What follows belongs to an exercise in optimizing a design on an open flow for small area, a short achievable clock period and few clock cycles per item; a production flow would make more cautious choices. At most, simulation tests tie the RTL to the original design; equivalence was not proved. Power figures rest on the tool's default switching activity, not on a simulated workload.

## json_stream_tokenizer_top
module json_stream_tokenizer_top (
  input  logic        clk,
  input  logic        rst,
  input  logic        in_valid,
  output logic        in_ready,
  input  logic        in_cmd,
  input  logic [7:0]  in_char_byte,
  output logic        out_valid,
  input  logic        out_ready,
  output logic [3:0]  out_event_res,
  output logic        out_number_is_real,
  output logic        out_in_key,
  output logic [20:0] out_code_point,
  output logic [1:0]  out_status,
  output logic [23:0] out_line_number,
  output logic [23:0] out_column_number,
  output logic        out_last_of_run
);
  logic       go, take, pend, two;
  logic       cmd;
  logic [7:0] char_byte;
  assign take = out_valid && out_ready;
  jst_queue u_queue (
    .clk       (clk),
    .rst       (rst),
    .in_valid  (in_valid),
    .in_ready  (in_ready),
    .in_cmd    (in_cmd),
    .in_char_byte (in_char_byte),
    .out_ready (out_ready),
    .out_valid (out_valid),
    .two       (two),
    .go        (go),
    .cmd       (cmd),
    .char_byte (char_byte),
    .pend      (pend)
  );
  jst_core u_core (
    .clk                (clk),
    .rst                (rst),
    .acc                (go),
    .take               (take),
    .pend               (pend),
    .cmd                (cmd),
    .char_byte          (char_byte),
    .two                (two),
    .out_event_res      (out_event_res),
    .out_number_is_real (out_number_is_real),
    .out_in_key         (out_in_key),
    .out_code_point     (out_code_point),
    .out_status         (out_status),
  ...
clock: 6.0 ns
lec_check: 0
cap_margin: 20
core_margin: 2
core_utilization: 40
setup_slack_margin: 3.3
slew_margin: 20
standard.sh (not shown) runs the stock make flow with config.mk's settings and CLKGATE_MAP_FILE= SYNTH_SCRIPT=/design/flow/synth_recipe.tcl, a recipe that flattens the netlist after the stock synthesis.
==> flow/flow/run.sh <==
#!/bin/bash
# Standard layout, with the port buffers inserted as buf_2 cells instead of the
# delay-buffer cell that buffer_ports picks by default.
set -euo pipefail
export BUFFER_PORTS_ARGS="-buffer_cell sky130_fd_sc_hd__buf_2"
bash standard.sh finish > standard_finish.log 2>&1
Rerun with:
--- a/flow/design.v
+++ b/flow/design.v
@@ -81,12 +81,14 @@
   logic [CntW-1:0]   line, line_next;
   logic [CntW-1:0]   col, col_next;
   logic [CpW-1:0]    cp, cp_next;
   logic [3:0]        ev, ev0;
   logic              real_q, real0;
   logic              close_kind, close_kind0;
+  logic [1:0]        status_q;
+  logic              key_q, cpen_q;
   logic [7:0]        b;
   logic              ws, dig, hexv;
   logic [3:0]        hv;
   logic              in_num, num_cont, top_obj, dnz, d1;
   logic [4:0]        vdone;
   localparam logic [CntW-1:0] CntMax = '1;
@@ -333,12 +335,15 @@
   always_ff @(posedge clk) begin
     if (acc) begin
       just_opened <= just_opened_next;
       ev          <= ev0;
       real_q      <= real0;
       close_kind  <= close_kind0;
+      status_q    <= (state_next[4:2] == 3'b000) ? state_next[1:0] : 2'd0;
+      key_q       <= str_key_next && (ev0 == jst_pkg::EV_STR_CHAR || ev0 == jst_pkg::EV_KEY_END);
+      cpen_q      <= ev0 == jst_pkg::EV_STR_CHAR || ev0 == jst_pkg::EV_NUM_CHAR;
     end else if (take && pend) begin
       ev     <= close_kind ? jst_pkg::EV_OBJ_CLOSE : jst_pkg::EV_ARR_CLOSE;
       real_q <= 1'b0;
     end
   end
   logic sh_push, sh_pop, sh_hold;
@@ -349,15 +354,15 @@
     stk <= ({stk[MaxDepth-2:0], push_kind} & {MaxDepth{sh_push}}) |
            ({1'b0, stk[MaxDepth-1:1]} & {MaxDepth{sh_pop}}) |
            (stk & {MaxDepth{sh_hold}});
   end
   assign out_event_res      = ev;
   assign out_number_is_real = real_q;
-  assign out_in_key         = str_key && (ev == jst_pkg::EV_STR_CHAR || ev == jst_pkg::EV_KEY_END);
-  assign out_code_point     = (ev == jst_pkg::EV_STR_CHAR || ev == jst_pkg::EV_NUM_CHAR) ? cp : '0;
-  assign out_status         = (state[4:2] == 3'b000) ? state[1:0] : 2'd0;
+  assign out_in_key         = key_q;
+  assign out_code_point     = cp & {CpW{cpen_q}};
+  assign out_status         = status_q;
   assign out_line_number    = line;
   assign out_column_number  = col;
 endmodule
 module jst_queue (
   input  logic       clk,
   input  logic       rst,
@@ -370,46 +375,35 @@
   input  logic       two,         
   output logic       go,          
   output logic       cmd,         
   output logic [7:0] char_byte,
   output logic       pend         
 );
-  logic a_v, a_v_next, out_valid_next, take, in_acc;
-  logic free_q;   
-  logic npend;    
+  logic a_v, take, in_acc;
   assign take     = out_valid && out_ready;
   assign go       = a_v && (!out_valid || (out_ready && !pend));
-  assign in_ready = free_q || (out_ready && npend);
+  assign in_ready = !a_v || go;
   assign in_acc   = in_valid && in_ready;
-  always_comb begin
-    a_v_next       = in_ready ? in_valid : a_v;
-    out_valid_next = go ? 1'b1 : (take && !pend) ? 1'b0 : out_valid;
-    if (rst) begin
-      a_v_next       = 1'b0;
-      out_valid_next = 1'b0;
-    end
-  end
   always_ff @(posedge clk) begin
-    a_v       <= a_v_next;
-    out_valid <= out_valid_next;
-    free_q    <= !a_v_next || !out_valid_next;
+    if (rst) a_v <= 1'b0;
+    else if (in_ready) a_v <= in_valid;
   end
   always_ff @(posedge clk) begin
     if (in_acc) begin
       cmd       <= in_cmd;
       char_byte <= in_char_byte;
     end
   end
   always_ff @(posedge clk) begin
-    if (go) begin
-      pend  <= two;
-      npend <= !two;
-    end else if (take) begin
-      pend  <= 1'b0;
-      npend <= 1'b1;
-    end
+    if (rst) out_valid <= 1'b0;
+    else if (go) out_valid <= 1'b1;
+    else if (take && !pend) out_valid <= 1'b0;
+  end
+  always_ff @(posedge clk) begin
+    if (go) pend <= two;
+    else if (take) pend <= 1'b0;
   end
 endmodule
 module json_stream_tokenizer_top (
   input  logic        clk,
   input  logic        rst,
   input  logic        in_valid,
Clock skew grows by 0.017 ns.
Hold slack barely changes.
Sequential share of layout area grows by 0.49 points.
Clock power grows by about 10%.
Total power grows by 6.8%.
Synthesized cell count shrinks by about 4.5%.
Worst setup slack degrades by 0.17 ns.
Via count shrinks by about 3.3%.
Testbench counts after the change, summed over its fixed seeds: cycles 48,368, bytes 48,352.
The RTL of the first run of this note was laid out without a check of its function.

afterwards: timing with drivers on the ports:
The flow's constraints put no driver on any port. The routed layouts listed below were extracted and timed again, unchanged, in two steps. Step 1 sets driving cells, clkbuf_16 on the clock port and buf_2 on the other inputs (assumed; they add their load-dependent delay and slew). Step 2 also shifts input and output timing later by t, the mid clock arrival at the registers, as if the neighbouring blocks saw the same clock. a / b / c = no drivers / after step 1 / after step 2; a / b = the first two.
run	shift t [ns]	setup WS [ns]	worst data-port slew with drivers (ns)
the first run	0.478	3.177 / 3.121 / 2.785	0.08
the second run	0.484	3.007 / 3.007 / 2.647	0.06
After both steps setup and hold are still met in every run listed. For the first run, which loses most, drivers alone change the setup slack by -0.056 ns; drivers and shift together by -0.392 ns.
